Background: an optimization exercise with open tools, aiming at small area, a short achievable clock period and few clock cycles per item. Do not read the settings as production practice. Function was checked by simulation only, so behaviour that the tests miss may differ from the original.

==> design/flow/design.v <==
module deconvolution #(
  parameter int M = 6,
  parameter int N = 8
) (
  input  logic                 clk,
  input  logic                 rst,
  input  logic                 b_we,
  input  logic [$clog2(N)-1:0] b_addr,
  input  logic signed [15:0]   b_wdata,
  input  logic                 start,
  input  logic                 y_valid,
  output logic                 y_ready,
  input  logic signed [31:0]   y_data,
  output logic                 a_valid,
  input  logic                 a_ready,
  output logic signed [15:0]   a_data,
  output logic                 busy,
  output logic                 done,
  output logic                 div_err,
  output logic                 sat,
  output logic                 rem_err
);
  localparam int AW = 35;           
  localparam int S1 = 3;            
  localparam int SN = 4;            
  localparam int DIV_CYC = 1 + (15 - S1 + SN - 1) / SN;
  logic signed [15:0] r_b [0:7];
  logic [16:0]        r_a [0:5];    
  logic               r_busy, r_done, r_div_err, r_sat, r_rem_err;
  logic               r_dz;         
  logic [3:0]         f_n;          
  logic [2:0]         f_k;          
  logic               x_valid, x_first, x_last, x_head, x_n12;
  logic signed [16:0] b_op;
  logic [15:0]        a_op;
  logic signed [31:0] y_reg;
  logic signed [AW-1:0] acc;
  logic               d_start, c_chk, c_n12, r_tail_done;
  logic [15:0]        dvs;          
  logic [2:0]         d_cyc;        
  logic [14:0]        d_p, d_ql;
  logic               d_ovf, d_exact, d_neg;
  logic [2:0]         n_a;          
  logic [2:0]         n_out;        
  function automatic logic [29:0] dstep(input logic [29:0] pq, input logic [15:0] dv);
    logic [15:0] x;
    logic [16:0] t;
    x = {pq[29:15], pq[14]};
    t = {1'b0, x} - {1'b0, dv};
    if (!t[16]) dstep = {t[14:0], pq[13:0], 1'b1};
    else        dstep = {x[14:0], pq[13:0], 1'b0};
  endfunction
  logic [AW-2:0] w_mag;
  logic          w_ovf, w_exact, w_neg;
  logic [29:0]   w_pq1, w_pqn;
  logic          w_dfin;
  logic [15:0]   w_amag;
  logic [16:0]   w_anew;
  always_comb begin
    w_mag   = acc[AW-1] ? -acc[AW-2:0] : acc[AW-2:0];
    w_ovf   = (w_mag[AW-2:15] >= {3'd0, dvs});
    w_exact = (w_mag[AW-2:15] == {3'd0, dvs}) && ({1'b0, w_mag[14:0]} < dvs);
    w_neg   = acc[AW-1] ^ r_b[0][15];
    w_pq1   = w_mag[29:0];
    for (int i = 0; i < S1; i++) w_pq1 = dstep(w_pq1, dvs);
    w_pqn   = {d_p, d_ql};
    for (int i = 0; i < SN; i++) w_pqn = dstep(w_pqn, dvs);
  end
  assign w_dfin = (d_cyc == 3'(DIV_CYC - 1));
  assign w_amag = d_ovf ? (d_neg ? 16'h8000 : 16'h7fff) : {1'b0, w_pqn[14:0]};
  assign w_anew = {d_neg, w_amag};
  logic [2:0] w_kmax_n1, w_kmin, w_j;
  logic [3:0] w_n1;
  logic       w_f_has, w_f_first, w_f_last, w_f_ok, w_f_go, w_byp;
  logic [16:0] w_asel;
  logic signed [15:0] w_bsel;
  always_comb begin
    w_f_has   = r_busy && (f_n != 4'd13);
    w_kmin    = (f_n < 4'd6) ? ((f_n == 4'd0) ? 3'd0 : 3'd1) : 3'(f_n - 4'd5);
    w_f_first = (f_n < 4'd7) ? (f_k == 3'(f_n)) : (f_k == 3'd7);
    w_f_last  = (f_k == w_kmin);
    w_j       = 3'(f_n - {1'b0, f_k});
    w_byp     = w_dfin && (w_j == n_a);
    w_f_ok    = (f_n == 4'd0) || (w_j < n_a) || w_byp;
    w_f_go    = w_f_has && w_f_ok && (!w_f_first || y_valid);
    w_n1      = f_n + 4'd1;
    w_kmax_n1 = (w_n1 < 4'd7) ? w_n1[2:0] : 3'd7;
    w_asel    = w_byp ? w_anew : r_a[w_j];
    w_bsel    = r_b[f_k];
  end
  assign y_ready = r_busy && (f_n != 4'd13) && w_f_first && w_f_ok;
  logic [16:0] w_aout;
  logic        w_a_hs, w_fin;
  assign a_valid = r_busy && (n_out < n_a);
  assign w_aout  = r_a[n_out];
  assign a_data  = a_valid ? (w_aout[16] ? -w_aout[15:0] : w_aout[15:0]) : 16'sd0;
  assign w_a_hs  = a_valid && a_ready;
  assign w_fin   = r_busy && (r_dz || ((c_n12 || r_tail_done) &&
                              (n_out == 3'd6 || (n_out == 3'd5 && w_a_hs))));
  assign busy    = r_busy;
  assign done    = r_done;
  assign div_err = r_div_err;
  assign sat     = r_sat;
  assign rem_err = r_rem_err;
  logic signed [15:0] w_b0;
  assign w_b0 = (b_we && b_addr == 3'd0) ? b_wdata : r_b[0];
  always_ff @(posedge clk or negedge rst) begin
    if (!rst) begin
      for (int i = 0; i < 8; i++) r_b[i] <= '0;
      r_busy      <= 1'b0;
      r_done      <= 1'b0;
      r_div_err   <= 1'b0;
      r_sat       <= 1'b0;
      r_rem_err   <= 1'b0;
      r_dz        <= 1'b0;
      f_n         <= 4'd13;
      f_k         <= '0;
      x_valid     <= 1'b0;
      x_first     <= 1'b0;
      x_last      <= 1'b0;
      x_head      <= 1'b0;
      x_n12       <= 1'b0;
      d_start     <= 1'b0;
      c_chk       <= 1'b0;
      c_n12       <= 1'b0;
      r_tail_done <= 1'b0;
      d_cyc       <= '0;
      n_a         <= '0;
      n_out       <= '0;
    end else begin
      r_done <= 1'b0;
      if (!r_busy) begin
        if (b_we) r_b[b_addr] <= b_wdata;
        if (start) begin
          r_busy      <= 1'b1;
          r_dz        <= (w_b0 == 16'sd0);
          r_div_err   <= (w_b0 == 16'sd0);
          r_sat       <= 1'b0;
          r_rem_err   <= 1'b0;
          f_n         <= (w_b0 == 16'sd0) ? 4'd13 : 4'd0;
          f_k         <= '0;
          r_tail_done <= 1'b0;
          n_a         <= '0;
          n_out       <= '0;
        end
        x_valid <= 1'b0;
        d_start <= 1'b0;
        c_chk   <= 1'b0;
        c_n12   <= 1'b0;
        d_cyc   <= '0;
      end else begin
        x_valid <= w_f_go;
        if (w_f_go) begin
          x_first <= w_f_first;
          x_last  <= w_f_last;
          x_head  <= (f_n < 4'd6);
          x_n12   <= (f_n == 4'd12);
          if (w_f_last) begin
            f_n <= w_n1;
            f_k <= w_kmax_n1;
          end else begin
            f_k <= f_k - 3'd1;
          end
        end
        d_start <= x_valid && x_last && x_head;
        c_chk   <= x_valid && x_last && !x_head;
        c_n12   <= x_valid && x_last && x_n12;
        if (c_chk && acc != '0) r_rem_err <= 1'b1;
        if (c_n12) r_tail_done <= 1'b1;
        if (d_start)     d_cyc <= 3'd1;
        else if (w_dfin) d_cyc <= 3'd0;
        else if (d_cyc != 3'd0) d_cyc <= d_cyc + 3'd1;
        if (w_dfin) begin
          n_a <= n_a + 3'd1;
          if (d_ovf && !(d_neg && d_exact)) r_sat <= 1'b1;
        end
        if (w_a_hs) n_out <= n_out + 3'd1;
        if (w_fin) begin
          r_busy <= 1'b0;
          r_done <= 1'b1;
          f_n    <= 4'd13;
        end
      end
    end
  end
  always_ff @(posedge clk) begin
    if (!r_busy && start) dvs <= w_b0[15] ? 16'(-w_b0) : 16'(w_b0);
    if (w_f_go) begin
      if (f_n == 4'd0) begin
        a_op <= '0;
        b_op <= '0;
      end else begin
        a_op <= w_asel[15:0];
        b_op <= w_asel[16] ? 17'(w_bsel) : -(17'(w_bsel));
      end
      if (w_f_first) y_reg <= y_data;
    end
    if (x_valid)
      acc <= (x_first ? AW'(y_reg) : acc) + AW'(b_op * $signed({1'b0, a_op}));
    if (d_start) begin
      d_p     <= w_pq1[29:15];
      d_ql    <= w_pq1[14:0];
      d_ovf   <= w_ovf;
      d_exact <= w_exact;
      d_neg   <= w_neg;
    end else if (d_cyc != 3'd0) begin
      d_p  <= w_pqn[29:15];
      d_ql <= w_pqn[14:0];
    end
    if (w_dfin) r_a[n_a] <= w_anew;
  end
endmodule
==> design/flow/run.sh <==
#!/bin/bash
# synth_recipe.tcl (not shown) runs the flow's synth.tcl, then flattens the netlist and writes it again
# the make line also repeats each setting of config.mk as NAME=value (left out here)
make -C /OpenROAD-flow-scripts/flow DESIGN_CONFIG=/design/flow/config.mk WORK_HOME=/design/flow/orfs CLKGATE_MAP_FILE= SYNTH_SCRIPT=/design/flow/synth_recipe.tcl finish
==> design/flow/config.mk <==
export PLATFORM = sky130hd
export DESIGN_NAME = deconvolution
export DESIGN_NICKNAME = deconvolution
export VERILOG_FILES = /design/flow/design.v
export SDC_FILE = /design/flow/constraint.sdc
export NUM_CORES = 4
export LEC_CHECK = 0
export CAP_MARGIN = 20
export CORE_MARGIN = 2
export CORE_UTILIZATION = 40
export SLEW_MARGIN = 20
==> design/flow/constraint.sdc <==
create_clock -name core_clock -period 12.0 [get_ports {clk}]
set_input_delay 2.4000 -clock core_clock [delete_from_list [all_inputs] [get_ports {clk}]]
set_output_delay 2.4000 -clock core_clock [all_outputs]
set_load 0.01 [all_outputs]
==> reports/summary.txt <==
Area of combinational cells with multiple inputs: 24190 µm²
Flip-flop count of the largest register, all copies and words added: 128
Startpoint types: register
Total negative slack for setup checks: 0 ps
Unrepaired setup endpoints after global routing: no
Max-cap violations: 0
Worst hold path cell count: 1
Cell count after placement: 4886
Pins over their slew limit: 0
Clock tree buffer depth: 3
Vertical extent of the die: 311.7 µm
Buffers on Ports: 79
Register clock-pin slew on the reported worst setup and hold paths: 60 ps
Slew HR: 23.43%
Worst-path fanout max: 26
Horizontal extent of the die: 311.7 µm
Leading cell types by total area after synthesis: edfxtp_1 20%, fa_1 18%, dfrtp_1 10%
Core ar.: 93610 µm²
Outcome: finished clean
Largest registers ranked by flip-flop count: r_b: 128 flops, r_a: 102 flops, acc: 35 flops
Synth warn: 2
Hold Buf Count CTS: 0
Number of global-route vias before repair: 27490
Endpoint required time on the critical path: 12410 ps
Global-route usage over all layers: 22.07%
Post-Synthesis Cell Area: 37880 µm²
Share of synthesized area occupied by flip-flops and latches: 30.34%
Synthesized netlist net count: 4277
Primary flip-flop cell chosen by synthesis mapping: edfxtp_1
Area grow syn2layout: 10.88%
Portion of the clock cycle consumed by the worst path in the final layout: 89.45%
Diodes inserted: 0
Clk sink count: 409
Crit path time final: 10730 ps
Number of vias per cell: 5.572
Final non-filler cell total: 4978
Synthesized instance count: 3625
Initial DRC Count: 2383
Pin count of the biggest net entering global routing: 103
Remaining global-route overflow: 0
Share of async-settable or async-resettable flops after synthesis: 38.63%
Final-report setup violation count: 0
Fill cell instance count of the final layout: 8968
Synth cell types: 92
Half-perimeter wire length of the detailed placement result: 80.37 mm
Deepest level of the CTS H-tree: 2
Hold Violations, Final: 0
Dominant cell type by area after synthesis: edfxtp_1
Number of enable flip-flop cells after synthesis: 251
Number of placement rows: 112
Slowest-stage cell, CP: a21oi_1
Buffer cell driving the clock tree root: clkbuf_16
Pre-CTS setup slack: 1280 ps
Endpoint arrival time on the critical path: 11150 ps
First-pass GRT wire length: 166.0 mm
Worst-case clock skew: 30.35 ps
Post-CTS setup buffer count: 0
Remaining antenna violation count: 0
Share of the synthesized area in the top cell type: 19.90%
Kind of capture point of the worst setup path: register
Worst Setup Path Type: register to register
Die Outline Area: 97180 µm²
Top library cells by usage in the layout, fill and taps aside: 444 x inv_1, 337 x fa_1, 257 x nand2_1, 257 x ha_1, 251 x edfxtp_1
Remaining routing DRC violations: 0
Biggest register: r_b
TritonCTS Buffers: 49
PostCTS Resize Cnt: 0
Most common cell after layout, fill and taps aside: inv_1
Total via count after detailed routing: 27740
1st-pass router iterations: 6
Post-route cell area: 42000 µm²
Boundary Pins: 80
Net count reported at finish: 4335
Starting density of the core: 40.47%
Clock insertion delay at the later pin of the skew report: 610 ps
Post-detailed-route wirelength per cell: 21.60 µm
Hold_ws: 412.1 ps
Gpl congestion: 0.9336
Worst min path class: register to register
Initial antenna violation count: 5
Layout cells sized above 1: 11.98%
CP max stage delay: 750 ps
Synth Area per Inst: 10.45 µm²
Core occupancy in the finished layout: 44.87%
Number of synthesized register bits: 409
Worst setup slack for register-to-register paths: 1270 ps
Max Freq: 0.09317 GHz
Post-layout worst setup margin: 1266 ps
Number of cells traversed by the worst register-to-register path: 34
Storage element area: 11500 µm²
Slew at the pin with the worst max-slew slack: 1149 ps
Standard cell area after detailed placement: 40310 µm²
Total wire length after detailed routing: 107.5 mm
CTS tree: built
layout make-up:
type                            count  area share, %
Clock inverter                     16         0.5183
Tap cell                         1254          3.735
Multi-Input combinational cell   2621          57.60
Sequential cell                   409          27.37
Clock buffer                       76          3.497
Inverter                          445          3.977
Timing Repair Buffer              157          3.297
cells in the mapped netlist (13+ instances only):
cell,n
xnor2_1,124
ha_1,258
o21ai_0,115
a222oi_1,16
nand4_1,21
mux2_2,200
a21oi_1,142
a21o_1,63
a221oi_1,16
a22oi_1,16
nor2_1,227
nor3_1,56
nor4_1,14
dfrtp_1,155
or2_2,13
clkbuf_1,127
edfxtp_1,251
o211ai_1,13
and3_1,13
mux4_2,34
and2_1,133
nand3_1,48
mux2i_1,91
fa_1,337
o31ai_1,21
a211oi_1,36
a31oi_1,16
inv_1,444
xor2_1,66
nor2b_1,24
nand2_1,257
nand2b_1,32
o21a_1,40
per-layer routing:
layer,track usage (%),routed length (µm)
met4,5.900,2871
met3,2.409,5829
met5,0,27
met1,31.68,48730
met2,35.47,50060
worst paths after layout:
check | startpoint | endpoint
setup / recovery | dvs[0] | d_p[14]
hold / removal | x_head | c_chk
setup reg to reg | dvs[0] | d_p[14]
hold reg to reg | x_head | c_chk
max in group asynchronous | rst | n_out[0]
min in group asynchronous | rst | r_b[7][14]
kinds of logic after synthesis:
logic type | after synthesis | synth area share, %
and+or+nand+nor | 892 | 11.51
AOI/OAI and AO/OA | 618 | 11.07
buffers and inverters | 595 | 5.935
adders and majority gates | 595 | 26.33
DFF | 409 | 30.34
muxes | 326 | 10.41
xor gates and xnor gates | 190 | 4.393
worst max-delay path: cells and delay by family (launching register included):
kind	cells	cell delay, ps
AO/OA/AOI/OAI	22	5740
adder cells (fa/ha/maj)	5	1900
buffers and inverters	1	350
flip-flops	1	560
multiplexers	2	650
AND/OR/NAND/NOR	4	1300
Testbench counts, summed over its fixed seeds: cycles 10,984, frames 192.

-- separate check: timing with driven ports --
The results above use ideal ports. As a check the final layout listed here was re-extracted and re-timed, cells and wires unchanged. Step 1, drivers: a clkbuf_16 drives clk and a buf_2 each remaining input, both assumed. Step 2 moves the port delays by t, midway between the first and last clock arrival at a register: inputs arrive t later, outputs are due t later. That takes back most of the time a late clock gives input paths. Slacks: ideal / step 1 / step 2; pairs: ideal / step 1.
t (ns): 0.670
slack for setup (ns): 1.266 / 1.266 / 1.266
worst setup path after step 2: register to register
worst data-port slew with drivers (ns): 0.07
After both steps this run still meets setup and hold. The setup slack of this run moves by 0.000 ns with the drivers and by 0.000 ns with both steps.
